This design comes from an exercise in tuning for small area on the open sky130 flow, not from production work. Function was checked by simulation only, so behaviour that the tests miss may differ from the original. Power figures rest on the tool's default switching activity, not on a simulated workload.

[config.mk]
export PLATFORM = sky130hd
export DESIGN_NAME = retire_trace_buffer
export DESIGN_NICKNAME = retire_trace_buffer
export VERILOG_FILES = /design/flow/design.v
export SDC_FILE = /design/flow/constraint.sdc
export NUM_CORES = 4
export LEC_CHECK = 0
export CAP_MARGIN = 20
export CORE_MARGIN = 2
export CORE_UTILIZATION = 60
export CTS_CLUSTER_DIAMETER = 80
export CTS_CLUSTER_SIZE = 20
export SLEW_MARGIN = 20
[constraint.sdc]
create_clock -name core_clock -period 8.0 [get_ports {clk_i}]
set_input_delay 1.6000 -clock core_clock [delete_from_list [all_inputs] [get_ports {clk_i}]]
set_output_delay 1.6000 -clock core_clock [all_outputs]
set_load 0.01 [all_outputs]
[design.v]
package riscv_pkg;
  localparam int XLEN        = 32;
  localparam int TRACE_SEQ_W = 16;
  typedef struct packed {
    logic [XLEN-1:0] pc;
    logic [XLEN-1:0] instr;
    logic [4:0]      reg_addr;
    logic [XLEN-1:0] reg_data;
    logic [XLEN-1:0] mem_addr;
    logic [XLEN-1:0] mem_data;
    logic            mem_wrt;
    logic            mem_read;
  } retire_rec_t;
  typedef struct packed {
    retire_rec_t            rec;
    logic [TRACE_SEQ_W-1:0] seq;
  } trace_entry_t;
  localparam int ENTRY_W = 5 * XLEN + 5 + 2 + TRACE_SEQ_W;
endpackage
module trace_fifo_mem #(
  parameter int DEPTH = 16
) (
  input  logic               clk,
  input  logic [DEPTH-1:0]   wr_sel,      
  input  logic [DEPTH-1:0]   hold_sel,    
  input  logic [riscv_pkg::ENTRY_W-1:0] wr_data,
  input  logic [DEPTH-1:0]   rd_sel,      
  output logic [riscv_pkg::ENTRY_W-1:0] rd_data
);
  localparam int W = riscv_pkg::ENTRY_W;
  logic [W-1:0] mem [DEPTH];
  always_ff @(posedge clk) begin
    for (int i = 0; i < DEPTH; i++)
      mem[i] <= ({W{wr_sel[i]}} & wr_data) | ({W{hold_sel[i]}} & mem[i]);
  end
  always_comb begin
    rd_data = '0;
    for (int i = 0; i < DEPTH; i++)
      rd_data = rd_data | ({W{rd_sel[i]}} & mem[i]);
  end
endmodule
module retire_trace_buffer #(
  parameter int DEPTH  = 16,
  parameter int DROP_W = 16
) (
  input  logic                     clk_i,
  input  logic                     rstn_i,
  input  logic                     clear_i,
  input  logic                     update_i,
  input  logic [riscv_pkg::XLEN-1:0]          pc_i,
  input  logic [riscv_pkg::XLEN-1:0]          instr_i,
  input  logic [4:0]               reg_addr_i,
  input  logic [riscv_pkg::XLEN-1:0]          reg_data_i,
  input  logic [riscv_pkg::XLEN-1:0]          mem_addr_i,
  input  logic [riscv_pkg::XLEN-1:0]          mem_data_i,
  input  logic                     mem_wrt_i,
  input  logic                     mem_read_i,
  output logic                     trace_valid_o,
  input  logic                     trace_ready_i,
  output logic [riscv_pkg::XLEN-1:0]          trace_pc_o,
  output logic [riscv_pkg::XLEN-1:0]          trace_instr_o,
  output logic [4:0]               trace_reg_addr_o,
  output logic [riscv_pkg::XLEN-1:0]          trace_reg_data_o,
  output logic [riscv_pkg::XLEN-1:0]          trace_mem_addr_o,
  output logic [riscv_pkg::XLEN-1:0]          trace_mem_data_o,
  output logic                     trace_mem_wrt_o,
  output logic                     trace_mem_read_o,
  output logic [riscv_pkg::TRACE_SEQ_W-1:0]   trace_seq_o,
  output logic [$clog2(DEPTH):0]   count_o,
  output logic                     overflow_o,
  output logic [DROP_W-1:0]        drop_cnt_o
);
  localparam int AW = $clog2(DEPTH);
  localparam int CW = AW + 1;
  localparam logic [CW-1:0] FULL_CNT = CW'(DEPTH);
  logic [AW-1:0]          wr_ptr;
  logic [DEPTH-1:0]       wr_oh;
  logic [DEPTH-1:0]       rd_oh;    
  logic [CW-1:0]          count;
  logic [riscv_pkg::TRACE_SEQ_W-1:0] seq;
  logic                   overflow;
  logic [DROP_W-1:0]      drop_cnt;
  logic                   full, pop, push, drop;
  logic [DEPTH-1:0]       wr_sel, hold_sel;
  logic [riscv_pkg::ENTRY_W-1:0]     wr_bits, head_bits;
  riscv_pkg::trace_entry_t           head;
  assign full = (count == FULL_CNT);
  assign pop  = (count != '0) && trace_ready_i;
  assign push = update_i && !clear_i && (!full || pop);
  assign drop = update_i && full && !pop && !clear_i;
  assign wr_bits = {pc_i, instr_i, reg_addr_i, reg_data_i, mem_addr_i, mem_data_i,
                    mem_wrt_i, mem_read_i, seq};
  always_comb begin
    for (int i = 0; i < DEPTH; i++) begin
      wr_sel[i]   = push && wr_oh[i];
      hold_sel[i] = !push || (wr_ptr != AW'(i));
    end
  end
  trace_fifo_mem #(.DEPTH(DEPTH)) u_mem (
    .clk      (clk_i),
    .wr_sel   (wr_sel),
    .hold_sel (hold_sel),
    .wr_data  (wr_bits),
    .rd_sel   (rd_oh),
    .rd_data  (head_bits)
  );
  always_ff @(posedge clk_i or negedge rstn_i) begin
    if (!rstn_i) begin
      wr_ptr   <= '0;
      wr_oh    <= DEPTH'(1);
      rd_oh    <= DEPTH'(1);
      count    <= '0;
      seq      <= '0;
      overflow <= 1'b0;
      drop_cnt <= '0;
    end else if (clear_i) begin
      wr_ptr   <= '0;
      wr_oh    <= DEPTH'(1);
      rd_oh    <= DEPTH'(1);
      count    <= '0;
      seq      <= '0;
      overflow <= 1'b0;
      drop_cnt <= '0;
    end else begin
      if (push) begin
        wr_ptr <= wr_ptr + 1'b1;
        wr_oh  <= {wr_oh[DEPTH-2:0], wr_oh[DEPTH-1]};
      end
      if (pop)  rd_oh <= {rd_oh[DEPTH-2:0], rd_oh[DEPTH-1]};
      if (push && !pop)      count <= count + 1'b1;
      else if (!push && pop) count <= count - 1'b1;
      if (update_i) seq <= seq + 1'b1;
      if (drop) begin
        overflow <= 1'b1;
        if (drop_cnt != '1) drop_cnt <= drop_cnt + 1'b1;
      end
    end
  end
  assign head             = head_bits;
  assign trace_valid_o    = (count != '0);
  assign trace_pc_o       = head.rec.pc;
  assign trace_instr_o    = head.rec.instr;
  assign trace_reg_addr_o = head.rec.reg_addr;
  assign trace_reg_data_o = head.rec.reg_data;
  assign trace_mem_addr_o = head.rec.mem_addr;
  assign trace_mem_data_o = head.rec.mem_data;
  assign trace_mem_wrt_o  = head.rec.mem_wrt;
  assign trace_mem_read_o = head.rec.mem_read;
  assign trace_seq_o      = head.seq;
  assign count_o          = count;
  assign overflow_o       = overflow;
  assign drop_cnt_o       = drop_cnt;
endmodule
[run.sh]
#!/bin/bash
# synth_recipe.tcl (not shown) runs the flow's synth.tcl, then flattens the netlist and writes it again
# the make line also repeats each setting of config.mk as NAME=value (left out here)
make -C /OpenROAD-flow-scripts/flow DESIGN_CONFIG=/design/flow/config.mk WORK_HOME=/design/flow/orfs CLKGATE_MAP_FILE= SYNTH_SCRIPT=/design/flow/synth_recipe.tcl finish
==> out/qor.csv, run 1 <==
metric,value,unit
outcome,timing/DRC/antenna clean,
cts.sinks,3002,
grtUsageMet2,65.9,%
cts_tree,built,
rsz0062_at_grt,false,
mostFrequentLayoutCells,"3660 x a22o_1, 2928 x dfxtp_1, 732 x a221oi_1",
slew_violations,0,
syn2layout_area_growth,6.68,%
crit_type,flop to output pin,
ant_nets,0,
drtIter0Drc,14000,
grt_pass1_vias,85600,
viasPerCell,8.04,
synth_edf_count,0,
grt_start_max_net_pins,120,
dpl.hpwl,199,mm
layout_commonest_cell,a22o_1,
placeableCoreArea,0.180,mm²
start_kind,flop,
cp_max_fo,55,
cts.hold.buffers_added,0,
fp.dieH,430,µm
synth_area,0.109,mm²
hold_viol_final,0,
post_cts_buffers,0,
ys_seq_area_share,55.6,%
die_w,430,µm
reg2reg_depth,6,
cts_buffers,168,
min_period,5.99,ns
globalRouteOverflowTotal,0,
clockBufferDepth,3,
period_share,74.9,%
num_vias,88800,
final_nets,8800,
drc,0,
met3_usage,8.69,%
relSlewSlack,18.6,%
ys_warn_count,3,
start_util,60.3,%
wire_per_inst,37.7,µm
required,6.40,ns
clock-root-buffer,clkbuf_16,
synth.avg_cell_area,11.7,µm²
die_area,0.185,mm²
crit_start,rd_oh[15],
insertion_delay,0.87,ns
endpoint_kind,output pin,
worstHoldStart,u_mem.mem[0][141],
portBuffers,377,
met1_usage,58.4,%
max_cap_violations,0,
synth_seq_cells,3002,
hold-path-cell-count,1,
cts_resized,0,
fin_util,64.3,%
drive_gt1_share,4.91,%
path_clk_slew,0.09,ns
routed_wl,416,mm
synth_nets,9454,
grt_pass1_wl,600,mm
ys.flop_type,dfxtp_1,
critPathArrivalTime,4.39,ns
peakVddDrop,189,µV
synthArstFlopShare,2.47,%
rr_startpoint,count[2],
max_freq,167,MHz
grt.total_usage,43.1,%
htree_levels,4,
power.density,258,mW/mm²
worst_slew_pin_slew,1.22,ns
dr.pass1.iters,5,
grt.busiest_layer,met2,
gp_congestion,0.821,
p_leak,0.0437,µW
io_pins,378,
std_cell_rows,156,
hold_class,flop to flop,
syn_inst,9272,
setup_tns,0,ns
fin_worst_skew,0.0277,ns
setup_viol,0,
antenna_found_initial,47,
synth_cell_types,58,
-- synthesized netlist by cell type, drive strengths merged, types with 8 or more instances --
cell | count | area share [%]
nand4 | 194 | 1.1
nand2 | 52 | 0.18
ha | 9 | 0.10
buf | 730 | 3.8
clkbuf | 647 | 2.2
dfxtp | 2928 | 54
nor2 | 28 | 0.097
a221oi | 733 | 5.9
dfrtp | 72 | 1.7
a21oi | 35 | 0.16
a22o | 3660 | 29
and2 | 22 | 0.13
mux2 | 9 | 0.093
or4 | 8 | 0.055
inv | 8 | 0.028
nor2b | 10 | 0.060
a21o | 17 | 0.12
nand3 | 23 | 0.11
-- registers in the layout, summed over array words and instances (netlist names) --
register   flops
u_mem.mem   2928
drop_cnt      16
rd_oh         16
seq           16
wr_oh         16
count          5
wr_ptr         4
overflow       1
-- worst paths after layout --
path,slack [ns],endpoint
min reg2reg,0.48,u_mem.mem[0][141]
min,0.48,u_mem.mem[0][141]
max,2.01,trace_seq_o[14]
max in group asynchronous,6.23,rd_oh[11]
max reg2reg,4.10,u_mem.mem[0][97]
min in group asynchronous,0.60,drop_cnt[0]
-- per-layer routing --
layer  wire length (µm)  part of all wire, %
met3              48300                   12
met1             162000                   39
met5                191                0.046
met2             184000                   44
met4              21200                  5.1
-- logic make-up (layout without fill, tap and decap cells) --
group | Yosys count | in the layout | share of synthesized area [%]
AND/OR/NAND/NOR | 371 | 371 | 1.97
XOR/XNOR | 14 | 14 | 0.113
flip-flops | 3002 | 3002 | 55.6
other | 0 | 33 | 0
adder cells (fa/ha/maj) | 10 | 10 | 0.122
multiplexers | 14 | 14 | 0.139
AO/OA/AOI/OAI | 4476 | 4476 | 35.9
buffers and inverters | 1385 | 752 | 6.10
-- area by class of cell --
type,instances,area (µm²)
flip-flops and latches,3002,60500
fillers,14100,64400
repair buffers,553,6050
inverters,8,30.0
diodes,33,82.6
well taps,2370,2970
clock buffers,187,4420
clock inverters,4,28.8
multi-input cells,4885,41800
-- critical path, cell delays in order, from the launching register on --
cell,delay [ns]
dfrtp_4,1.22
buf_4,0.85
a22o_1,0.25
a221oi_1,0.05
nand4_1,0.40
clkdlybuf4s50_1,0.62
-- stage by stage --
stage / power (µW) / hold WS, ns / std cells / area (µm²) / worst slack, ns
3_5_place_dp: 21200 / 0.464 / 10800 / 111000 / 1.99
3_3_place_gp: 21100 / 0.459 / 10800 / 111000 / 2.14
4_1_cts: 29700 / 0.485 / 11000 / 116000 / 2.12
6_report: 29900 / 0.484 / 11000 / 116000 / 2.01
5_1_grt: 30700 / 0.492 / 11000 / 116000 / 2.10
2_1_floorplan: 19500 / 0.441 / 9272 / 109000 / 4.43
-- report_power, final --
part | total (µW) | internal [µW] | leakage, µW | switching (µW)
registers | 16900 | 16200 | 0.0248 | 779
logic | 4090 | 2100 | 0.0167 | 1990
clock network | 8850 | 3910 | 0.00219 | 4940
==> inputs of run 2 (changes only) <==
--- a/config.mk
+++ b/config.mk
@@ -7,7 +7,5 @@
 export LEC_CHECK = 0
 export CAP_MARGIN = 20
 export CORE_MARGIN = 2
-export CORE_UTILIZATION = 60
-export CTS_CLUSTER_DIAMETER = 80
-export CTS_CLUSTER_SIZE = 20
+export CORE_UTILIZATION = 40
 export SLEW_MARGIN = 20
==> run 2 against run 1 <==
Still clean on timing, DRC and antenna; via count rose by 1.5%; register-to-register slack improved by 0.24 ns; die area increased by 49%; final area is 6.5% higher; combinational power is 3% higher; hold slack worse by 0.0098 ns; clock power up 72%; non-clock buffer count fell by 8; clock-buffer cell count increased by 288; critical path depth stayed put; synthesized area is the same; critical path type unchanged; critical endpoint is now trace_seq_o[7]; largest cell class unchanged.
==> out/qor.csv, run 2 <==
metric,value,unit,change
globalRouteOverflowTotal,0,,unchanged
grt_pass1_vias,86900,,+1.5%
final_nets,8950,,+1.7%
start_kind,flop,,
rsz0062_at_grt,false,,
max_freq,165,MHz,-0.93%
endpoint_kind,output pin,,
syn_inst,9272,,unchanged
post_cts_buffers,0,,unchanged
dpl.hpwl,212,mm,+6.7%
ys_warn_count,3,,unchanged
final_area,0.123,mm²,+6.5%
portBuffers,377,,unchanged
cts.hold.buffers_added,0,,unchanged
p_leak,0.0466,µW,+6.8%
antenna_found_initial,65,,+38%
die_area,0.276,mm²,+49%
crit_type,flop to output pin,,
start_util,40.2,%,-20 points
synth_seq_cells,3002,,unchanged
power.density,295,mW/mm²,+14%
grt_pass1_wl,637,mm,+6.3%
min_period,6.05,ns,+0.0563 ns
fin_cells,12600,,+14%
seqCellArea,0.0605,mm²,unchanged
max_cap_violations,0,,unchanged
relSlewSlack,18.2,%,-0.46 points
ys_seq_area_share,55.6,%,unchanged
std_cell_rows,191,,+22%
insertion_delay,1.00,ns,+0.13 ns
hold_viol_final,0,,unchanged
clock-root-buffer,clkbuf_16,,
drtIter0Drc,13400,,-4.9%
wire_per_inst,35.6,µm,-5.4%
fp.dieH,525,µm,+22%
layout_setup_ws,1.95,ns,-0.0563 ns
num_vias,90100,,+1.5%
cp_max_fo,41,,-25%
placeableCoreArea,0.271,mm²,+50%
clockBufferDepth,4,,+1
die_w,525,µm,+22%
htree_levels,5,,+1
drive_gt1_share,7.99,%,+3.1 points
synth_cell_types,58,,unchanged
ys.flop_type,dfxtp_1,,
setup_tns,0,ns,unchanged
ant_nets,0,,unchanged
routed_wl,449,mm,+8.0%
layout_commonest_cell,a22o_1,,
synth_nets,9454,,unchanged
cts_resized,0,,unchanged
dp_cells,12000,,+11%
mostFrequentLayoutCells,"3660 x a22o_1, 2928 x dfxtp_1, 732 x a221oi_1",,
multi_input_area,0.0418,mm²,about the same
worst_slew_pin_slew,1.23,ns,+0.00683 ns
netlist.area_leader.share,53.9,%,unchanged
grt_start_max_net_pins,118,,-1.7%
path_clk_slew,0.06,ns,-0.03 ns
required,6.40,ns,about the same
yosys.area.top_type,dfxtp_1,,
syn2layout_area_growth,13.6,%,
drc,0,,unchanged
largest_reg_flops,2928,,unchanged
grt.total_usage,30.8,%,-12 points
gp_congestion,0.781,,-5.0%
period_share,75.6,%,+0.70 points
hold_class,flop to flop,,
yosys-top-cells-area,"dfxtp_1 54%, a22o_1 29%, a221oi_1 5.9%",,
synth_most_common_cell,a22o_1,,
viasPerCell,7.15,,-11%
n_fill_cell,24200,,+72%
fin_worst_skew,0.104,ns,+0.0763 ns
critPathArrivalTime,4.45,ns,+0.06 ns
ys_top_cells_by_count,"3660 x a22o_1, 2928 x dfxtp_1, 732 x a221oi_1",,
io_pins,378,,unchanged
outcome,timing/DRC/antenna clean,,
cts_tree,built,,
preCtsSetupSlack,2.23,ns,+0.238 ns
setup_viol,0,,unchanged
largest-register,u_mem.mem,,
cts_buffers,326,,+94%
dr.pass1.iters,6,,+1
synth_area,0.109,mm²,unchanged
peakVddDrop,169,µV,-11%
slew_violations,0,,unchanged
dpl_cell_area,0.113,mm²,+1.2%
synth_edf_count,0,,unchanged
cts.sinks,3002,,unchanged
synthArstFlopShare,2.47,%,unchanged
synth.avg_cell_area,11.7,µm²,unchanged
-- run 2: logic make-up (layout without fill, tap and decap cells) --
family | Yosys count | after routing | share of synthesized area [%]
other | 0 | 28 | 0
and+or+nand+nor | 371 | 371 | 1.97
xor gates and xnor gates | 14 | 14 | 0.113
AOI/OAI and AO/OA | 4476 | 4476 | 35.9
adders and majority gates | 10 | 10 | 0.122
muxes | 14 | 14 | 0.139
DFF | 3002 | 3002 | 55.6
buffers and inverters | 1385 | 1115 | 6.10
-- run 2: power by group --
part / switching, µW / internal, µW / total [µW]
Clock: 6240 / 8990 / 15200
Sequential: 796 / 16200 / 17000
Combinational: 2120 / 2100 / 4220
-- run 2: through the flow --
step / power [µW] / util [%] / hold WS (ns)
after floorplan: 19500 / - / 0.441
after global placement: 21300 / 41.7 / 0.459
after detailed placement: 21400 / 41.7 / 0.464
after CTS: 36400 / 45.6 / 0.479
after global routing: 37400 / 45.6 / 0.488
final: 36400 / 45.6 / 0.474
-- run 2: area by class of cell --
type | count | share of cell area [%]
Sequential cell | 3002 | 49.0
Multi-Input combinational cell | 4885 | 33.9
Clock buffer | 475 | 7.67
Timing Repair Buffer | 545 | 4.79
Tap cell | 3570 | 3.62
Clock inverter | 87 | 0.927
Antenna cell | 28 | 0.0568
Inverter | 8 | 0.0243
-- run 2: layer usage --
layer | share of wire (%) | vias up | track usage (%)
met1 | 40 | 46200 | 41.4
met3 | 11 | 1253 | 7.27
met5 | 0.075 | - | 0
li1 | - | 36100 | -
met4 | 4.1 | 56 | 13.3
met2 | 44 | 6545 | 47.0
-- run 2: final timing paths --
| check | startpoint | end | slack [ns] | depth (start not counted) |
|---|---|---|---|---|
| worst max-delay path | rd_oh[6] | trace_seq_o[7] | 1.95 | 5 |
| worst min-delay path | wr_oh[7] | wr_oh[7] | 0.47 | 1 |
| worst max register to register | count[4] | u_mem.mem[9][92] | 4.34 | 5 |
| worst min register to register | wr_oh[7] | wr_oh[7] | 0.47 | 1 |
| max in group asynchronous | rstn_i | rd_oh[11] | 6.17 | 2 |
| min in group asynchronous | rstn_i | rd_oh[7] | 0.60 | 1 |
-- run 2: worst max-delay path, cell delays in order (launching register included) --
cell	delay [ns]
dfrtp_4	1.14
buf_4	0.80
a22o_1	0.27
a221oi_1	0.06
nand4_1	0.44
clkdlybuf4s50_1	0.68
==> inputs of run 3 (changes only) <==
--- a/config.mk
+++ b/config.mk
@@ -7,5 +7,7 @@
 export LEC_CHECK = 0
 export CAP_MARGIN = 20
 export CORE_MARGIN = 2
-export CORE_UTILIZATION = 40
+export CORE_UTILIZATION = 60
+export CTS_BUF_LIST = sky130_fd_sc_hd__clkbuf_8
+export CTS_CLUSTER_SIZE = 20
 export SLEW_MARGIN = 20
==> run 3 against run 2 <==
Still clean on timing, DRC and antenna; via count grew 1.3%; die area shrank 33%; setup slack lost 0.21 ns; critical endpoint is now trace_seq_o[14]; hold slack lost 0.15 ns; final area shrank 2.1%.
==> out/qor.csv, run 3 <==
metric,value,unit,change
synth-simple-area-share,1.97,%,unchanged
layout_commonest_cell,a22o_1,,
num_vias,91300,,+1.3%
period_share,78.3,%,+2.7 points
grt.busiest_layer,met2,,
io_pins,378,,unchanged
portBuffers,377,,unchanged
clock-root-buffer,clkbuf_8,,
cts_resized,0,,unchanged
p_leak,0.0469,µW,+0.66%
start_kind,flop,,
ys_top_cells_by_count,"3660 x a22o_1, 2928 x dfxtp_1, 732 x a221oi_1",,
slowest_stage,dfrtp_4,,
met3_usage,8.88,%,+1.6 points
std_cell_rows,156,,-18%
die_w,430,µm,-18%
final_area,0.121,mm²,-2.1%
max_cap_violations,0,,unchanged
grtUsageMet2,66.6,%,+20 points
synth_nets,9454,,unchanged
routed_wl,422,mm,-6.0%
outcome,timing/DRC/antenna clean,,
setup_tns,0,ns,unchanged
n_fill_cell,13800,,-43%
dp_cells,10800,,-9.9%
peakVddDrop,192,µV,+13%
synth_most_common_cell,a22o_1,,
met1_usage,58.9,%,+17 points
critPathArrivalTime,4.66,ns,+0.21 ns
cts.sinks,3002,,unchanged
netlist.area_leader.share,53.9,%,unchanged
insertion_delay,1.17,ns,+0.17 ns
final_nets,9102,,+1.7%
synthMuxAreaShare,0.139,%,unchanged
power.density,282,mW/mm²,-4.5%
preCtsSetupSlack,1.99,ns,-0.238 ns
drc,0,,unchanged
synthArstFlopShare,2.47,%,unchanged
rsz0062_at_grt,false,,
path_cells,buf_4 -> a22o_1 -> a221oi_1 -> nand4_1 -> clkdlybuf4s50_1,,
start_util,60.3,%,+20 points
drtIter0Drc,14000,,+5.0%
synth_seq_cells,3002,,unchanged
slew_violations,0,,unchanged
yosys-top-cells-area,"dfxtp_1 54%, a22o_1 29%, a221oi_1 5.9%",,
ys_seq_area_share,55.6,%,unchanged
fp.dieH,430,µm,-18%
cts_buffers,471,,+44%
globalRouteOverflowTotal,0,,unchanged
worst_slew_pin_slew,1.30,ns,+0.0709 ns
endpoint_kind,output pin,,
htree_levels,5,,unchanged
fin_cells,11700,,-7.3%
r2r_setup_slack,4.09,ns,-0.25 ns
viasPerCell,7.82,,+9.3%
setup_viol,0,,unchanged
antenna_found_initial,46,,-29%
cts_tree,built,,
post_cts_buffers,0,,unchanged
syn_inst,9272,,unchanged
synth_cell_types,58,,unchanged
largest-register,u_mem.mem,,
synth_compound_area_share,35.9,%,unchanged
yosys.area.top_type,dfxtp_1,,
layout_setup_ws,1.74,ns,-0.214 ns
grt_pass1_vias,88200,,+1.5%
synth_area,0.109,mm²,unchanged
mostFrequentLayoutCells,"3660 x a22o_1, 2928 x dfxtp_1, 732 x a221oi_1",,
max_freq,160,MHz,-3.4%
ys_warn_count,3,,unchanged
cp_max_fo,55,,+34%
fin_worst_skew,0.0409,ns,-0.0631 ns
ys.flop_type,dfxtp_1,,
synth_fa_ha_area_share,0.122,%,unchanged
synth_xor_area_share,0.113,%,unchanged
hold_class,input port to async pin,,
wire_per_inst,36.2,µm,+1.5%
clockBufferDepth,4,,unchanged
synth.avg_cell_area,11.7,µm²,unchanged
hold_viol_final,0,,unchanged
drive_gt1_share,9.73,%,+1.7 points
synth_top_family_by_area,compound AO/OA/AOI/OAI gates,,
dpl_cell_area,0.111,mm²,-1.2%
path_clk_slew,0.07,ns,about the same
ant_nets,0,,unchanged
grt_start_max_net_pins,120,,+1.7%
relSlewSlack,13.5,%,-4.7 points
cts.hold.buffers_added,0,,unchanged
gp_congestion,0.821,,+5.2%
grt_pass1_wl,610,mm,-4.3%
min_period,6.26,ns,+0.214 ns
die_area,0.185,mm²,-33%
grt.total_usage,43.7,%,+13 points
largest_reg_flops,2928,,unchanged
fin_util,67.0,%,+21 points
required,6.40,ns,about the same
dr.pass1.iters,8,,+2
syn2layout_area_growth,11.2,%,
slowest_delay,1.21,ns,+0.07 ns
synth_edf_count,0,,unchanged
crit_type,flop to output pin,,
dpl.hpwl,199,mm,-6.3%
placeableCoreArea,0.180,mm²,-33%
[run 3: path summary, 6_finish.rpt]
kind	from	endpoint	cells past startpoint
setup reg to reg	count[2]	u_mem.mem[0][100]	6
min in group core_clock	wr_oh[14]	wr_oh[14]	1
hold reg to reg	wr_oh[14]	wr_oh[14]	1
setup / recovery	rd_oh[15]	trace_seq_o[14]	5
max in group asynchronous	rstn_i	rd_oh[7]	2
hold / removal	rstn_i	drop_cnt[3]	1
[run 3: routing by layer]
| metal | vias up | share of wire, % |
|---|---|---|
| li1 | 36400 | - |
| met1 | 46400 | 39 |
| met4 | 24 | 5.0 |
| met2 | 7184 | 44 |
| met3 | 1295 | 12 |
| met5 | - | 0.038 |
[run 3: cell type report]
type | instances | area, µm² | share of cell area [%]
Tap cell | 2370 | 2970 | 2.45
Clock buffer | 607 | 8350 | 6.91
Antenna cell | 39 | 97.6 | 0.0808
Sequential cell | 3002 | 60500 | 50.1
Inverter | 8 | 30.0 | 0.0248
Timing Repair Buffer | 552 | 6040 | 5.00
Multi-Input combinational cell | 4885 | 41800 | 34.6
Clock inverter | 212 | 1010 | 0.840
[run 3: metrics by stage]
stage / power [µW] / hold slack [ns]
2_1_floorplan: 19500 / 0.441
3_3_place_gp: 21100 / 0.459
3_5_place_dp: 21200 / 0.464
4_1_cts: 33900 / 0.279
5_1_grt: 35000 / 0.326
6_report: 34100 / 0.324
[run 3: kinds of logic (layout without fill, tap and decap cells)]
family          after synthesis  count (layout)
other cells                   0              39
simple gates                371             371
buf+inv                    1385            1379
xor+xnor                     14              14
flops                      3002            3002
fa+ha+maj                    10              10
mux                          14              14
compound gates             4476            4476
[run 3: critical path: cells and delay by family (launching register included)]
family | cells | cell delay [ns]
buf+inv | 2 | 1.48
simple gates | 1 | 0.42
compound gates | 2 | 0.29
flops | 1 | 1.21
[run 3: where the power goes]
part           internal (µW)  switching [µW]
combinational           2100            2000
clock                   6920            6080
sequential             16200             781
==> inputs of run 4 (changes only) <==
==> flow/run.sh (new file) <==
#!/bin/bash
# Standard ORFS layout (standard.sh, unchanged synthesis) with three placement/CTS choices:
#  - ports are buffered with buf_1 instead of the tool's default pick
#  - CTS clusters more sinks per leaf buffer and inserts no dummy loads
# All of make's output goes to flow_make.log in the work folder; ORFS keeps each step's
# own log under orfs/logs/.
set -euo pipefail
bash standard.sh \
  "BUFFER_PORTS_ARGS=-buffer_cell sky130_fd_sc_hd__buf_1" \
  "CTS_ARGS=-sink_clustering_enable -repair_clock_nets -dont_use_dummy_load -sink_clustering_size 25 -sink_clustering_max_diameter 90" \
  finish > flow_make.log 2>&1
==> standard.sh (new file) <==
#!/bin/bash
# synth_recipe.tcl (not shown) runs the flow's synth.tcl, then flattens the netlist and writes it again
# the make line also repeats each setting of config.mk as NAME=value (left out here)
make -C /OpenROAD-flow-scripts/flow DESIGN_CONFIG=/design/flow/config.mk WORK_HOME=/design/flow/orfs CLKGATE_MAP_FILE= SYNTH_SCRIPT=/design/flow/synth_recipe.tcl "${@:-finish}"
--- a/config.mk
+++ b/config.mk
@@ -8,6 +8,4 @@
 export CAP_MARGIN = 20
 export CORE_MARGIN = 2
 export CORE_UTILIZATION = 60
-export CTS_BUF_LIST = sky130_fd_sc_hd__clkbuf_8
-export CTS_CLUSTER_SIZE = 20
 export SLEW_MARGIN = 20
removed: run.sh
==> run 4 against run 3 <==
Utilization is 4.8 points lower; fmax grew 13%; wire length down 1.2%; synthesized cell count unchanged; hold slack improved by 0.16 ns; non-clock buffer count fell by 29; critical path depth unchanged.
==> out/qor.csv, run 4 <==
metric,value,unit,change
outcome,timing/DRC/antenna clean,,
cts_buffers,139,,-70%
syn2layout_area_growth,3.22,%,
fp.dieH,430,µm,unchanged
io_pins,378,,unchanged
syn_inst,9272,,unchanged
num_vias,88800,,-2.7%
layout_commonest_cell,a22o_1,,
start_util,60.3,%,unchanged
synthArstFlopShare,2.47,%,unchanged
cts.hold.buffers_added,0,,unchanged
cts_tree,built,,
antenna_found_initial,52,,+13%
gp_congestion,0.804,,-2.1%
dr.pass1.iters,6,,-2
rsz0062_at_grt,false,,
largest_reg_flops,2928,,unchanged
dp_cells,10800,,-0.27%
holdWs,0.480,ns,+0.156 ns
ys_seq_area_share,55.6,%,unchanged
drive_gt1_share,4.14,%,-5.6 points
portBuffers,377,,unchanged
n_fill_cell,14500,,+5.2%
ant_nets,0,,unchanged
setup_tns,0,ns,unchanged
peakVddDrop,182,µV,-4.9%
max_freq,180,MHz,+13%
fin_cells,11000,,-6.1%
reg2reg_depth,7,,+1
synth_nets,9454,,unchanged
preCtsSetupSlack,2.61,ns,+0.623 ns
cts_resized,0,,unchanged
post_cts_buffers,0,,unchanged
setup_viol,0,,unchanged
grt_pass1_wl,597,mm,-2.1%
die_w,430,µm,unchanged
grt.total_usage,43.0,%,-0.73 points
cp_max_fo,90,,+64%
synth.avg_cell_area,11.7,µm²,unchanged
largest-register,u_mem.mem,,
worstHoldStart,wr_oh[1],,
cts.sinks,3002,,unchanged
yosys.area.top_type,dfxtp_1,,
ys.flop_type,dfxtp_1,,
drc,0,,unchanged
period_share,69.3,%,-9.0 points
endpoint_kind,output pin,,
slew_violations,0,,unchanged
dpl.hpwl,194,mm,-2.4%
hold_viol_final,0,,unchanged
synth_seq_cells,3002,,unchanged
synth_cell_types,58,,unchanged
mostFrequentLayoutCells,"3660 x a22o_1, 2928 x dfxtp_1, 732 x a221oi_1",,
placeableCoreArea,0.180,mm²,unchanged
drtIter0Drc,13900,,-1.2%
ys_top_cells_by_count,"3660 x a22o_1, 2928 x dfxtp_1, 732 x a221oi_1",,
yosys-top-cells-area,"dfxtp_1 54%, a22o_1 29%, a221oi_1 5.9%",,
synth_most_common_cell,a22o_1,,
globalRouteOverflowTotal,0,,unchanged
layout_setup_ws,2.46,ns,+0.720 ns
die_area,0.185,mm²,unchanged
synth_edf_count,0,,unchanged
critPathArrivalTime,3.94,ns,-0.72 ns
grt_start_max_net_pins,122,,+1.7%
p_leak,0.0420,µW,-11%
hold_class,flop to flop,,
rr_startpoint,count[2],,
clock-root-buffer,clkbuf_16,,
std_cell_rows,156,,unchanged
max_cap_violations,0,,unchanged
fin_worst_skew,0.0574,ns,+0.0166 ns
clockBufferDepth,3,,-1
ys_warn_count,3,,unchanged
worstHoldEndpoint,wr_oh[1],,
final_nets,8741,,-4.0%
worst_slew_pin_slew,1.24,ns,-0.0580 ns
relSlewSlack,17.3,%,+3.9 points
netlist.area_leader.share,53.9,%,unchanged
wire_per_inst,38.1,µm,+5.3%
r2r-end,u_mem.mem[6][113],,
hold-path-cell-count,1,,
start_kind,flop,,
path_clk_slew,0.10,ns,+0.03 ns
crit_type,flop to output pin,,
insertion_delay,0.83,ns,-0.34 ns
power.density,254,mW/mm²,-10%
routed_wl,417,mm,-1.2%
required,6.40,ns,about the same
grt_pass1_vias,84300,,-4.4%
htree_levels,4,,-1
synth_area,0.109,mm²,unchanged
min_period,5.54,ns,-0.720 ns
viasPerCell,8.11,,+3.7%
r2r_setup_slack,3.37,ns,-0.72 ns
[run 4: cell counts after synthesis]
Identical to the previous run, type by type.
[run 4: power breakdown]
| group | total (µW) | leakage (µW) | switching [µW] | internal, µW |
|---|---|---|---|---|
| combinational | 3640 | 0.0155 | 1980 | 1650 |
| clock | 7870 | 0.00171 | 4740 | 3130 |
| sequential | 17000 | 0.0248 | 799 | 16200 |
[run 4: final cells by class]
| cell class | count | area (µm²) | share of cell area [%] |
|---|---|---|---|
| sequential | 3002 | 60500 | 54.0 |
| multi-input combinational | 4885 | 41800 | 37.3 |
| clock buffer | 139 | 3480 | 3.10 |
| timing repair buffer | 523 | 3260 | 2.91 |
| tap | 2370 | 2970 | 2.64 |
| antenna | 31 | 77.6 | 0.0692 |
| inverter | 8 | 30.0 | 0.0268 |
[run 4: cells by family after synthesis]
| group | Yosys count | synth area share (%) |
|---|---|---|
| AOI/OAI and AO/OA | 4476 | 35.9 |
| xor gates and xnor gates | 14 | 0.113 |
| adders and majority gates | 10 | 0.122 |
| buffers and inverters | 1385 | 6.10 |
| DFF | 3002 | 55.6 |
| muxes | 14 | 0.139 |
| and+or+nand+nor | 371 | 1.97 |
[run 4: how the worst max path moves through the flow]
stage,start,endpoint,slack (ns),cells after the start
after floorplan,update_i,count[4],4.43,8
after global placement,update_i,u_mem.mem[14][0],2.70,7
after detailed placement,update_i,u_mem.mem[15][96],2.61,7
after CTS,rd_oh[0],trace_reg_data_o[13],2.61,5
after global routing,rd_oh[1],trace_mem_addr_o[10],2.52,5
final,rd_oh[0],trace_reg_data_o[13],2.46,5
[run 4: worst max-delay path, cell delays in order, from the launching register on]
cell and delay, ns:
dfstp_4 1.24, buf_12 0.70, a22o_1 0.26, a221oi_1 0.05
nand4_1 0.16, buf_1 0.52
[run 4: stage by stage]
stage	cell area [µm²]	util, %	power, µW
finish	112000	62.2	28500
global placement	109000	60.2	20700
global route	112000	62.2	29200
detailed placement	109000	60.2	20800
floorplan	109000	-	19500
CTS	112000	62.1	28300
[run 4: routing by layer]
layer  wire length, µm  vias to the layer above  global-route usage [%]  share of wire [%]
li1                  -                    35400                       -                  -
met1            163000                    45300                    58.6                 39
met2            183000                     6900                    65.3                 44
met3             49700                     1236                    8.67                 12
met4             21700                       32                    20.6                5.2
met5               202                        -                       0              0.048
==> inputs of run 5 (changes only) <==
--- a/design.v
+++ b/design.v
@@ -74,13 +74,13 @@
   localparam int CW = AW + 1;
   localparam logic [CW-1:0] FULL_CNT = CW'(DEPTH);
   logic [AW-1:0]          wr_ptr;
-  logic [DEPTH-1:0]       wr_oh;
+  logic                   full_r;
   logic [DEPTH-1:0]       rd_oh;    
   logic [CW-1:0]          count;
   logic [riscv_pkg::TRACE_SEQ_W-1:0] seq;
   logic                   overflow;
   logic [DROP_W-1:0]      drop_cnt;
-  logic                   full, pop, push, drop;
+  logic                   full, pop, push, push_h, drop;
   logic [DEPTH-1:0]       wr_sel, hold_sel;
   logic [riscv_pkg::ENTRY_W-1:0]     wr_bits, head_bits;
   riscv_pkg::trace_entry_t           head;
@@ -88,12 +88,13 @@
   assign pop  = (count != '0) && trace_ready_i;
   assign push = update_i && !clear_i && (!full || pop);
   assign drop = update_i && full && !pop && !clear_i;
+  assign push_h = update_i && !clear_i && (!full_r || trace_ready_i);
   assign wr_bits = {pc_i, instr_i, reg_addr_i, reg_data_i, mem_addr_i, mem_data_i,
                     mem_wrt_i, mem_read_i, seq};
   always_comb begin
     for (int i = 0; i < DEPTH; i++) begin
-      wr_sel[i]   = push && wr_oh[i];
-      hold_sel[i] = !push || (wr_ptr != AW'(i));
+      wr_sel[i]   = push && (wr_ptr == AW'(i));
+      hold_sel[i] = !(push_h && (wr_ptr == AW'(i)));
     end
   end
   trace_fifo_mem #(.DEPTH(DEPTH)) u_mem (
@@ -107,7 +108,7 @@
   always_ff @(posedge clk_i or negedge rstn_i) begin
     if (!rstn_i) begin
       wr_ptr   <= '0;
-      wr_oh    <= DEPTH'(1);
+      full_r   <= 1'b0;
       rd_oh    <= DEPTH'(1);
       count    <= '0;
       seq      <= '0;
@@ -115,20 +116,22 @@
       drop_cnt <= '0;
     end else if (clear_i) begin
       wr_ptr   <= '0;
-      wr_oh    <= DEPTH'(1);
+      full_r   <= 1'b0;
       rd_oh    <= DEPTH'(1);
       count    <= '0;
       seq      <= '0;
       overflow <= 1'b0;
       drop_cnt <= '0;
     end else begin
-      if (push) begin
-        wr_ptr <= wr_ptr + 1'b1;
-        wr_oh  <= {wr_oh[DEPTH-2:0], wr_oh[DEPTH-1]};
+      if (push) wr_ptr <= wr_ptr + 1'b1;
+      if (pop)  rd_oh <= {rd_oh[DEPTH-2:0], rd_oh[DEPTH-1]};
+      if (push && !pop) begin
+        count  <= count + 1'b1;
+        full_r <= (count == FULL_CNT - 1'b1);
+      end else if (!push && pop) begin
+        count  <= count - 1'b1;
+        full_r <= 1'b0;
       end
-      if (pop)  rd_oh <= {rd_oh[DEPTH-2:0], rd_oh[DEPTH-1]};
-      if (push && !pop)      count <= count + 1'b1;
-      else if (!push && pop) count <= count - 1'b1;
       if (update_i) seq <= seq + 1'b1;
       if (drop) begin
         overflow <= 1'b1;
==> run 5 against run 4 <==
Clock power is 1% lower; hold slack lost 0.0057 ns; largest power group unchanged; sequential cell count down 15; synthesized area is 1.5% lower; global-route usage increased by 0.43 points; sequential power is 3% higher; still clean; first-iteration DRC count fell by 2.4%; cell count down 0.57%.
==> out/qor.csv, run 5 <==
metric,value,unit,change
outcome,timing/DRC/antenna clean,,
die_area,0.182,mm²,-1.5%
synth_cell_types,51,,-12%
placeableCoreArea,0.178,mm²,-1.4%
cp.buffers_inverters,2,,unchanged
std_cell_rows,155,,-0.64%
hold_class,flop to flop,,
synthMuxAreaShare,0.194,%,+0.055 points
dpl.hpwl,179,mm,-8.0%
ys_seq_area_share,56.1,%,+0.48 points
synth.avg_cell_area,11.6,µm²,-1.1%
max_cap_violations,0,,unchanged
ys.flop_type,dfxtp_1,,
setup_viol,0,,unchanged
antenna_found_initial,47,,-9.6%
p_leak,0.0416,µW,-0.95%
cts_tree,built,,
synth_most_common_cell,a22o_1,,
synth_fa_ha_area_share,0.124,%,+0.0018 points
clockBufferDepth,3,,unchanged
cts_resized,0,,unchanged
slowest_stage,dfrtp_4,,
num_vias,88000,,-0.99%
max_freq,180,MHz,-0.22%
die_w,426,µm,-0.73%
relSlewSlack,13.1,%,-4.2 points
yosys.area.top_type,dfxtp_1,,
preCtsSetupSlack,2.73,ns,+0.117 ns
dr.pass1.iters,8,,+2
mostFrequentLayoutCells,"3660 x a22o_1, 2928 x dfxtp_1, 732 x a221oi_1",,
layout_setup_ws,2.44,ns,-0.0123 ns
largest_reg_flops,2928,,unchanged
viasPerCell,8.07,,-0.43%
syn_inst,9237,,-0.38%
grt_start_max_net_pins,138,,+13%
path_clk_slew,0.10,ns,about the same
globalRouteOverflowTotal,0,,unchanged
grt_pass1_wl,590,mm,-1.1%
endpoint_kind,output pin,,
synthArstFlopShare,1.98,%,-0.49 points
wire_per_inst,37.8,µm,-0.65%
cts_buffers,138,,-0.72%
final_nets,8694,,-0.54%
syn2layout_area_growth,3.99,%,
crit_type,flop to output pin,,
drtIter0Drc,13500,,-2.4%
synth_seq_cells,2987,,-0.50%
cts.hold.buffers_added,0,,unchanged
yosys-top-cells-area,"dfxtp_1 55%, a22o_1 30%, a221oi_1 6.0%",,
synth-simple-area-share,1.99,%,+0.015 points
hold_viol_final,0,,unchanged
routed_wl,412,mm,-1.2%
grt_pass1_vias,83400,,-1.1%
synth_top_family_by_area,compound AO/OA/AOI/OAI gates,,
required,6.40,ns,about the same
fin_worst_skew,0.0511,ns,-0.00628 ns
netlist.area_leader.share,54.7,%,+0.80 points
synth_xor_area_share,0.115,%,+0.0017 points
ant_nets,0,,unchanged
setup_tns,0,ns,unchanged
layout_commonest_cell,a22o_1,,
htree_levels,4,,unchanged
peakVddDrop,208,µV,+14%
synth_area,0.107,mm²,-1.5%
gp_congestion,0.803,,-0.12%
drive_gt1_share,3.91,%,-0.22 points
start_util,60.2,%,about the same
synth_edf_count,0,,unchanged
period_share,69.4,%,+0.15 points
critPathArrivalTime,3.96,ns,+0.02 ns
path_cells,buf_4 -> a22o_1 -> a221oi_1 -> nand4_1 -> buf_1,,
drc,0,,unchanged
min_period,5.56,ns,+0.0123 ns
power.density,266,mW/mm²,+4.7%
portBuffers,377,,unchanged
final_area,0.111,mm²,-0.73%
largest-register,u_mem.mem,,
ys_warn_count,3,,unchanged
crit_family,buffers and inverters,,
synth_compound_area_share,36.3,%,+0.40 points
grt.total_usage,43.4,%,+0.43 points
cp_max_fo,56,,-38%
cts.sinks,2987,,-0.50%
power,29600,µW,+3.9%
start_kind,flop,,
ys_top_cells_by_count,"3660 x a22o_1, 2928 x dfxtp_1, 852 x clkbuf_1",,
worst_slew_pin_slew,1.30,ns,+0.0637 ns
post_cts_buffers,0,,unchanged
fp.dieH,426,µm,-0.73%
io_pins,378,,unchanged
fin_util,62.6,%,+0.42 points
slowest_delay,1.17,ns,-0.07 ns
insertion_delay,0.83,ns,about the same
rsz0062_at_grt,false,,
slew_violations,0,,unchanged
dpl_cell_area,0.108,mm²,-0.74%
synth_nets,9419,,-0.37%
clock-root-buffer,clkbuf_16,,
run 5: cells by family (layout without fill, tap and decap cells):
kind of cell | Yosys count | count (layout)
AOI/OAI and AO/OA | 4455 | 4455
DFF | 2987 | 2987
buffers and inverters | 1368 | 641
and+or+nand+nor | 384 | 384
muxes | 19 | 19
xor gates and xnor gates | 14 | 14
adders and majority gates | 10 | 10
other | 0 | 31
run 5: final timing paths:
| kind | start | to | slack (ns) | cells past startpoint |
|---|---|---|---|---|
| min in group asynchronous | rstn_i | drop_cnt[12] | 0.91 | 2 |
| max in group asynchronous | rstn_i | rd_oh[9] | 6.44 | 2 |
| worst max-delay path | rd_oh[7] | trace_seq_o[15] | 2.44 | 5 |
| worst min register to register | u_mem.mem[0][178] | u_mem.mem[0][178] | 0.47 | 1 |
| worst max register to register | wr_ptr[3] | u_mem.mem[10][179] | 3.98 | 5 |
| worst min-delay path | u_mem.mem[0][178] | u_mem.mem[0][178] | 0.47 | 1 |
run 5: layer usage:
layer / wire [µm] / global-route usage [%]
met3: 48300 / 8.33
met1: 159000 / 58.4
met4: 20800 / 21.2
met2: 184000 / 66.9
met5: 201 / 0
run 5: report_power, final:
part / switching (µW) / leakage [µW] / internal, µW / total (µW)
sequential: 989 / 0.0246 / 16500 / 17500
combinational: 2260 / 0.0153 / 2050 / 4300
clock: 4690 / 0.00170 / 3110 / 7790
run 5: worst reg2reg max path, stage by stage (launching register included):
cell and delay (ns):
dfrtp_1 0.78, nor2b_1 0.90, nand2_4 0.61, buf_12 0.57, buf_4 0.65, a22o_1 0.36
run 5: final cells by class:
type                    instances  area, µm²
fillers                     14100      66500
flip-flops and latches       2987      60200
multi-input cells            4882      41700
clock buffers                 138       3450
repair buffers                498       2960
well taps                    2355       2950
diodes                         31       77.6
inverters                       5       18.8
run 5: metrics by stage:
step | cells | hold WS, ns
6_report | 10900 | 0.474
5_1_grt | 10900 | 0.496
4_1_cts | 10900 | 0.478
3_5_place_dp | 10700 | 0.464
3_3_place_gp | 10700 | 0.461
2_1_floorplan | 9237 | 0.449
==> inputs of run 6 (changes only) <==
--- a/config.mk
+++ b/config.mk
@@ -5,7 +5,7 @@
 export SDC_FILE = /design/flow/constraint.sdc
 export NUM_CORES = 4
 export LEC_CHECK = 0
-export CAP_MARGIN = 20
+export CAP_MARGIN = 5
 export CORE_MARGIN = 2
 export CORE_UTILIZATION = 60
-export SLEW_MARGIN = 20
+export SLEW_MARGIN = 5
==> run 6 against run 5 <==
Still clean on timing, DRC and antenna; critical path depth did not move; global-route usage barely moved; die area did not move; synthesized area did not move; combinational power barely moved; non-clock buffer count fell by 1; cell count barely moved; sequential cell count did not move.
==> out/qor.csv, run 6 <==
metric,value,unit,change
die_area,0.182,mm²,unchanged
fin_worst_skew,0.0464,ns,-0.00479 ns
worst_slew_pin_slew,1.33,ns,+0.0291 ns
synth_edf_count,0,,unchanged
rsz0062_at_grt,false,,
die_w,426,µm,unchanged
ys_top_cells_by_count,"3660 x a22o_1, 2928 x dfxtp_1, 852 x clkbuf_1",,
crit_start,rd_oh[7],,
crit_type,flop to output pin,,
num_vias,88100,,+0.20%
endpoint_kind,output pin,,
p_leak,0.0416,µW,about the same
r2r_setup_slack,3.99,ns,about the same
grt.total_usage,43.4,%,about the same
yosys.area.top_type,dfxtp_1,,
n_fill_cell,14100,,-0.46%
ys.flop_type,dfxtp_1,,
max_cap_violations,0,,unchanged
grt_pass1_vias,83200,,-0.34%
synth_cell_types,51,,unchanged
cts_tree,built,,
final_nets,8694,,unchanged
slowest_stage,dfrtp_4,,
cp_max_fo,56,,unchanged
fp.dieH,426,µm,unchanged
grt_start_max_net_pins,138,,unchanged
drive_gt1_share,3.90,%,-0.012 points
rr_startpoint,wr_ptr[2],,
portBuffers,377,,unchanged
hold-path-cell-count,1,,unchanged
largest-register,u_mem.mem,,
antenna_found_initial,50,,+6.4%
synth_area,0.107,mm²,unchanged
drtIter0Drc,13900,,+2.3%
slowest_delay,1.15,ns,-0.02 ns
netlist.area_leader.share,54.7,%,unchanged
layout_commonest_cell,a22o_1,,
insertion_delay,0.86,ns,+0.03 ns
ant_nets,0,,unchanged
worstHoldEndpoint,u_mem.mem[0][178],,
seqCellArea,0.0602,mm²,unchanged
power.density,266,mW/mm²,+0.12%
r2r-end,u_mem.mem[7][46],,
syn2layout_area_growth,3.98,%,about the same
relSlewSlack,11.1,%,-1.9 points
min_period,5.57,ns,+0.00973 ns
std_cell_rows,155,,unchanged
slew_violations,0,,unchanged
gp_congestion,0.803,,unchanged
path_cells,buf_4 -> a22o_1 -> a221oi_1 -> nand4_1 -> buf_1,,
ys_warn_count,3,,unchanged
yosys-top-cells-area,"dfxtp_1 55%, a22o_1 30%, a221oi_1 6.0%",,
period_share,69.6,%,+0.12 points
ys_seq_area_share,56.1,%,unchanged
setup_viol,0,,unchanged
synthArstFlopShare,1.98,%,unchanged
routed_wl,413,mm,+0.18%
drc,0,,unchanged
synth_nets,9419,,unchanged
clockBufferDepth,3,,unchanged
largest_reg_flops,2928,,unchanged
holdWs,0.475,ns,+0.000971 ns
multi_input_area,0.0417,mm²,about the same
grt_pass1_wl,591,mm,about the same
outcome,timing/DRC/antenna clean,,
worstHoldStart,u_mem.mem[0][178],,
hold_class,flop to flop,,
cts.sinks,2987,,unchanged
setup_tns,0,ns,unchanged
max_freq,180,MHz,-0.17%
synth_most_common_cell,a22o_1,,
required,6.40,ns,about the same
viasPerCell,8.09,,+0.16%
dpl.hpwl,179,mm,about the same
syn_inst,9237,,unchanged
hold_viol_final,0,,unchanged
synth.avg_cell_area,11.6,µm²,unchanged
cts_buffers,139,,+0.72%
synth_seq_cells,2987,,unchanged
wire_per_inst,37.9,µm,+0.14%
htree_levels,4,,unchanged
post_cts_buffers,0,,unchanged
io_pins,378,,unchanged
clock-root-buffer,clkbuf_16,,
dr.pass1.iters,6,,-2
critPathArrivalTime,3.97,ns,about the same
cts_resized,0,,unchanged
placeableCoreArea,0.178,mm²,unchanged
reg2reg_depth,5,,unchanged
path_clk_slew,0.10,ns,about the same
peakVddDrop,201,µV,-3.2%
mostFrequentLayoutCells,"3660 x a22o_1, 2928 x dfxtp_1, 732 x a221oi_1",,
cp.buffers_inverters,2,,unchanged
crit_family,buffers and inverters,,
cts.hold.buffers_added,0,,unchanged
globalRouteOverflowTotal,0,,unchanged
start_kind,flop,,
start_util,60.2,%,unchanged
run 6: layout make-up:
type / count / share of cell area (%)
Antenna cell: 35 / 0.0787
Sequential cell: 2987 / 54.0
Timing Repair Buffer: 497 / 2.63
Tap cell: 2355 / 2.65
Clock buffer: 139 / 3.12
Multi-Input combinational cell: 4882 / 37.5
Inverter: 5 / 0.0169
run 6: worst max-delay path by stage:
| stage | cells past startpoint | slack (ns) | end |
|---|---|---|---|
| after floorplan | 9 | 4.38 | count[4] |
| after global placement | 7 | 2.82 | u_mem.mem[9][122] |
| after detailed placement | 7 | 2.74 | u_mem.mem[9][84] |
| after CTS | 5 | 2.50 | trace_seq_o[15] |
| after global routing | 5 | 2.53 | trace_seq_o[15] |
| final | 5 | 2.43 | trace_seq_o[15] |
run 6: cell families (layout without fill, tap and decap cells):
family,Yosys count,in the layout,synth area share [%]
AOI/OAI and AO/OA,4455,4455,36.3
xor gates and xnor gates,14,14,0.115
adders and majority gates,10,10,0.124
buffers and inverters,1368,641,5.14
DFF,2987,2987,56.1
muxes,19,19,0.194
other,0,35,0
and+or+nand+nor,384,384,1.99
run 6: layer usage:
metal  up-vias  global-route usage [%]  wire [µm]
li1      35200                       -          -
met1     45200                    58.2     160000
met2      6482                    67.2     185000
met3      1215                    8.30      46700
met4        30                    21.2      20500
met5         -                       0        206
run 6: where the power goes:
part / internal [µW] / switching (µW)
sequential: 16500 / 984
combinational: 2050 / 2250
clock: 3130 / 4710
total: 21700 / 7940
run 6: worst reg2reg max path: cells and delay by family, from the launching register on:
family,cells,cell delay [ns]
DFF,1,0.76
AOI/OAI and AO/OA,2,0.69
buffers and inverters,1,0.89
and+or+nand+nor,2,1.64
run 6: through the flow:
step | setup slack (ns) | cells | power, µW | cell area [µm²] | util (%)
after CTS | 2.50 | 10900 | 29500 | 111000 | 62.6
after global placement | 2.82 | 10700 | 21800 | 108000 | 60.6
after global routing | 2.53 | 10900 | 30500 | 111000 | 62.6
final | 2.43 | 10900 | 29600 | 111000 | 62.6
after floorplan | 4.38 | 9237 | 20500 | 107000 | -
after detailed placement | 2.74 | 10700 | 22000 | 108000 | 60.6
==> inputs of run 7 (changes only) <==
--- a/design.v
+++ b/design.v
@@ -33,11 +33,42 @@
     for (int i = 0; i < DEPTH; i++)
       mem[i] <= ({W{wr_sel[i]}} & wr_data) | ({W{hold_sel[i]}} & mem[i]);
   end
-  always_comb begin
-    rd_data = '0;
-    for (int i = 0; i < DEPTH; i++)
-      rd_data = rd_data | ({W{rd_sel[i]}} & mem[i]);
+  localparam int NG = (DEPTH + 2) / 3;
+  for (genvar b = 0; b < W; b++) begin : g_rd
+    logic [NG-1:0] grp_n;
+    for (genvar g = 0; g < NG; g++) begin : g_grp
+      if (3 * g + 3 <= DEPTH) begin : g_3
+        trace_rd_aoi3 u_aoi (
+          .s ({rd_sel[3*g+2], rd_sel[3*g+1], rd_sel[3*g]}),
+          .d ({mem[3*g+2][b], mem[3*g+1][b], mem[3*g][b]}),
+          .y (grp_n[g])
+        );
+      end else if (3 * g + 2 == DEPTH) begin : g_2
+        trace_rd_aoi2 u_aoi (
+          .s ({rd_sel[3*g+1], rd_sel[3*g]}),
+          .d ({mem[3*g+1][b], mem[3*g][b]}),
+          .y (grp_n[g])
+        );
+      end else begin : g_1
+        assign grp_n[g] = ~(rd_sel[3*g] & mem[3*g][b]);
+      end
+    end
+    assign rd_data[b] = ~&grp_n;
   end
+endmodule
+module trace_rd_aoi3 (
+  input  logic [2:0] s,
+  input  logic [2:0] d,
+  output logic       y
+);
+  assign y = ~|(s & d);
+endmodule
+module trace_rd_aoi2 (
+  input  logic [1:0] s,
+  input  logic [1:0] d,
+  output logic       y
+);
+  assign y = ~|(s & d);
 endmodule
 module retire_trace_buffer #(
   parameter int DEPTH  = 16,
--- a/config.mk
+++ b/config.mk
@@ -5,7 +5,9 @@
 export SDC_FILE = /design/flow/constraint.sdc
 export NUM_CORES = 4
 export LEC_CHECK = 0
-export CAP_MARGIN = 5
+export CAP_MARGIN = 20
 export CORE_MARGIN = 2
 export CORE_UTILIZATION = 60
-export SLEW_MARGIN = 5
+export SLEW_MARGIN = 20
+export SYNTH_HIERARCHICAL = 1
+export SYNTH_MINIMUM_KEEP_SIZE = 0
==> run 7 against run 6 <==
Largest power group unchanged; highest routed layer unchanged; clock-buffer cell count shrank 1; still clean on timing, DRC and antenna; cell count fell by 2.2%; fmax shrank 1.4%; critical path type unchanged; non-clock buffer count down 9; via count shrank 3.2%; global-route usage shrank 2.7 points; final area decreased by 1.9%.
==> out/qor.csv, run 7 <==
metric,value,unit,change
outcome,timing/DRC/antenna clean,,
clock-root-buffer,clkbuf_16,,
required,6.40,ns,about the same
num_vias,85300,,-3.2%
wire_per_inst,35.9,µm,-5.1%
slowest_delay,1.18,ns,+0.03 ns
layout_setup_ws,2.36,ns,-0.0768 ns
drive_gt1_share,3.71,%,-0.19 points
slew_violations,0,,unchanged
grt.total_usage,40.7,%,-2.7 points
grt_start_max_net_pins,141,,+2.2%
yosys.area.top_type,dfxtp_1,,
r2r-end,u_mem.mem[2][26],,
cts.hold.buffers_added,0,,unchanged
worstHoldEndpoint,u_mem.mem[15][179],,
peakVddDrop,255,µV,+27%
io_pins,378,,unchanged
synth_nets,8902,,-5.5%
worstHoldStart,u_mem.mem[15][179],,
max_freq,177,MHz,-1.4%
setup_viol,0,,unchanged
syn_inst,8719,,-5.6%
cts_tree,built,,
max_cap_violations,0,,unchanged
ys_seq_area_share,56.9,%,+0.76 points
routed_wl,383,mm,-7.2%
p_leak,0.0405,µW,-2.6%
ys_top_cells_by_count,"2928 x a22o_1, 2928 x dfxtp_1, 915 x a222oi_1",,
power.density,266,mW/mm²,about the same
start_kind,flop,,
grtUsageMet2,60.7,%,-6.5 points
antenna_found_initial,42,,-16%
cts_buffers,138,,-0.72%
syn2layout_area_growth,3.40,%,
slowest_stage,dfstp_4,,
synth_cell_types,53,,+3.9%
hold_viol_final,0,,unchanged
preCtsSetupSlack,2.97,ns,+0.235 ns
htree_levels,4,,unchanged
min_period,5.64,ns,+0.0768 ns
r2r_setup_slack,4.35,ns,+0.36 ns
synth_seq_cells,2987,,unchanged
ant_nets,0,,unchanged
synth_area,0.106,mm²,-1.3%
endpoint_kind,output pin,,
rsz0062_at_grt,false,,
path_clk_slew,0.09,ns,about the same
dpl.hpwl,174,mm,-2.6%
crit_type,flop to output pin,,
mostFrequentLayoutCells,"2928 x a22o_1, 2928 x dfxtp_1, 915 x a222oi_1",,
synth_edf_count,0,,unchanged
hold_class,flop to flop,,
portBuffers,377,,unchanged
fin_cells,10700,,-2.2%
largest_reg_flops,2928,,unchanged
critPathArrivalTime,4.04,ns,+0.07 ns
reg2reg_depth,4,,-1
relSlewSlack,8.83,%,-2.3 points
cts_resized,0,,unchanged
std_cell_rows,154,,-0.65%
rr_startpoint,wr_ptr[3],,
largest-register,u_mem.mem,,
yosys-top-cells-area,"dfxtp_1 55%, a22o_1 24%, a222oi_1 8.7%",,
insertion_delay,0.85,ns,about the same
cp_max_fo,140,,+150%
met3_usage,9.43,%,+1.1 points
clockBufferDepth,3,,unchanged
synth.avg_cell_area,12.1,µm²,+4.5%
placeableCoreArea,0.176,mm²,-1.3%
die_w,424,µm,-0.66%
fin_worst_skew,0.0508,ns,+0.00441 ns
period_share,70.5,%,+0.96 points
ys.flop_type,dfxtp_1,,
path_cells,buf_12 -> a222oi_1 -> and3_1 -> nand4_1 -> buf_1,,
grt_pass1_vias,82200,,-1.1%
fp.dieH,424,µm,-0.66%
worst_slew_pin_slew,1.37,ns,+0.0346 ns
setup_tns,0,ns,unchanged
start_util,60.2,%,about the same
hold-path-cell-count,1,,unchanged
drtIter0Drc,18300,,+32%
post_cts_buffers,0,,unchanged
cts.sinks,2987,,unchanged
grt.busiest_layer,met2,,
ys_warn_count,9,,+6
dp_cells,10500,,-2.1%
netlist.area_leader.share,55.5,%,+0.74 points
gp_congestion,0.808,,+0.65%
viasPerCell,8.00,,-1.0%
grt_pass1_wl,561,mm,-5.1%
dr.pass1.iters,11,,+5
final_nets,8484,,-2.4%
met1_usage,56.0,%,-2.2 points
globalRouteOverflowTotal,0,,unchanged
synthArstFlopShare,1.98,%,unchanged
drc,0,,unchanged
die_area,0.179,mm²,-1.3%
==> run 7: changes by cell type in the layout (fill, tap and decap cells not counted), sizes merged, moves of 12 or more <==
| cell | previous run | this run |
|---|---|---|
| a221oi | 733 | 0 |
| a222oi | 0 | 915 |
| a22o | 3660 | 2928 |
| and3 | 4 | 187 |
| diode | 35 | 23 |
| nand2 | 67 | 244 |
| nor2 | 48 | 36 |
| nor2b | 16 | 4 |
==> run 7: cell type report <==
| cell class | count | area (µm²) |
|---|---|---|
| Fill cell | 13700 | 66300 |
| Inverter | 8 | 30.0 |
| Tap cell | 2340 | 2930 |
| Multi-Input combinational cell | 4678 | 39800 |
| Sequential cell | 2987 | 60200 |
| Timing Repair Buffer | 488 | 2820 |
| Clock buffer | 138 | 3450 |
| Antenna cell | 23 | 57.6 |
==> run 7: power by group <==
group          internal, µW  switching [µW]  leakage (µW)
clock network          3100            4610       0.00170
logic                  1830            2140        0.0142
registers             16400             980        0.0246
==> run 7: kinds of logic (layout without fill, tap and decap cells) <==
group | count (synthesis) | count (layout) | synth area share, %
compound gates | 3908 | 3908 | 33.3
other cells | 0 | 23 | 0
fa+ha+maj | 11 | 11 | 0.137
simple gates | 735 | 735 | 3.73
xor+xnor | 17 | 17 | 0.141
mux | 7 | 7 | 0.0722
flops | 2987 | 2987 | 56.9
buf+inv | 1054 | 634 | 5.71
==> run 7: worst max-delay path by stage <==
stage / from / to / cells past startpoint
floorplan: rd_oh[6] / trace_instr_o[0] / 3
global placement: clear_i / u_mem.mem[15][82] / 8
detailed placement: clear_i / u_mem.mem[6][138] / 8
CTS: rd_oh[0] / trace_seq_o[1] / 5
global route: rd_oh[0] / trace_seq_o[5] / 5
finish: rd_oh[0] / trace_seq_o[1] / 5
==> run 7: through the flow <==
step | utilization, % | hold WS [ns] | total power (µW) | instance area [µm²]
floorplan | - | 0.438 | 20000 | 106000
finish | 62.2 | 0.477 | 29100 | 109000
global route | 62.2 | 0.489 | 29900 | 109000
CTS | 62.2 | 0.477 | 28900 | 109000
detailed placement | 60.2 | 0.452 | 21500 | 106000
global placement | 60.2 | 0.451 | 21400 | 106000
==> run 7: critical path, delay by kind of cell, from the launching register on <==
kind,cells,cell delay (ns)
and+or+nand+nor,2,0.56
buffers and inverters,2,1.11
DFF,1,1.18
AOI/OAI and AO/OA,1,0.27
==> run 7: routing by layer <==
metal  vias up  part of all wire (%)
met4        34                   4.4
met5         -                 0.057
met3       992                    13
met1     42600                    39
met2      6929                    44
li1      34800                     -
==> run 7: per-module statistics from Yosys, one instance, submodules excluded, a selection <==
module	cell area, µm²	copies in the design	cells inside
retire_trace_buffer	3330	1	373
trace_rd_aoi3	10.0	915	1

## afterwards: timing with drivers on the ports
In the flow no input, the clock included, has a driving cell. The finished layouts below were timed again as built, in two steps.
Step 1, drivers: a clkbuf_16 drives clk_i and a buf_2 each remaining input, both assumed.
Step 2 times the ports against the registers' clock, not the clock port: input delays grow and output delays shrink by t, the midpoint of the rising clock arrivals with the driver on.
a / b / c = ideal / step 1 / step 2; a / b = the first two.
| run | shift t [ns] | setup slack, ns | hold slack, ns | worst setup path after step 2 |
|---|---|---|---|---|
| run 1 | 0.953 | 2.006 / 1.910 / 1.841 | 0.484 / 0.484 / 0.484 | input to register |
| run 2 | 1.050 | 1.950 / 1.843 / 2.111 | 0.474 / 0.474 / 0.474 | input to register |
| run 3 | 1.245 | 1.737 / 1.634 / 1.879 | 0.324 / 0.292 / 0.476 | input to register |
| run 4 | 0.910 | 2.457 / 2.360 / 2.494 | 0.480 / 0.480 / 0.480 | input to register |
| run 5 | 0.920 | 2.444 / 2.341 / 2.751 | 0.474 / 0.474 / 0.474 | input to register |
| run 6 | 0.926 | 2.435 / 2.335 / 2.571 | 0.475 / 0.475 / 0.475 | input to register |
| run 7 | 0.920 | 2.358 / 2.261 / 2.828 | 0.477 / 0.477 / 0.477 | input to register |
After both steps setup and hold are still met in every run listed. The setup slack of run 1, which loses most, moves by -0.096 ns with the drivers and by -0.165 ns with both steps.
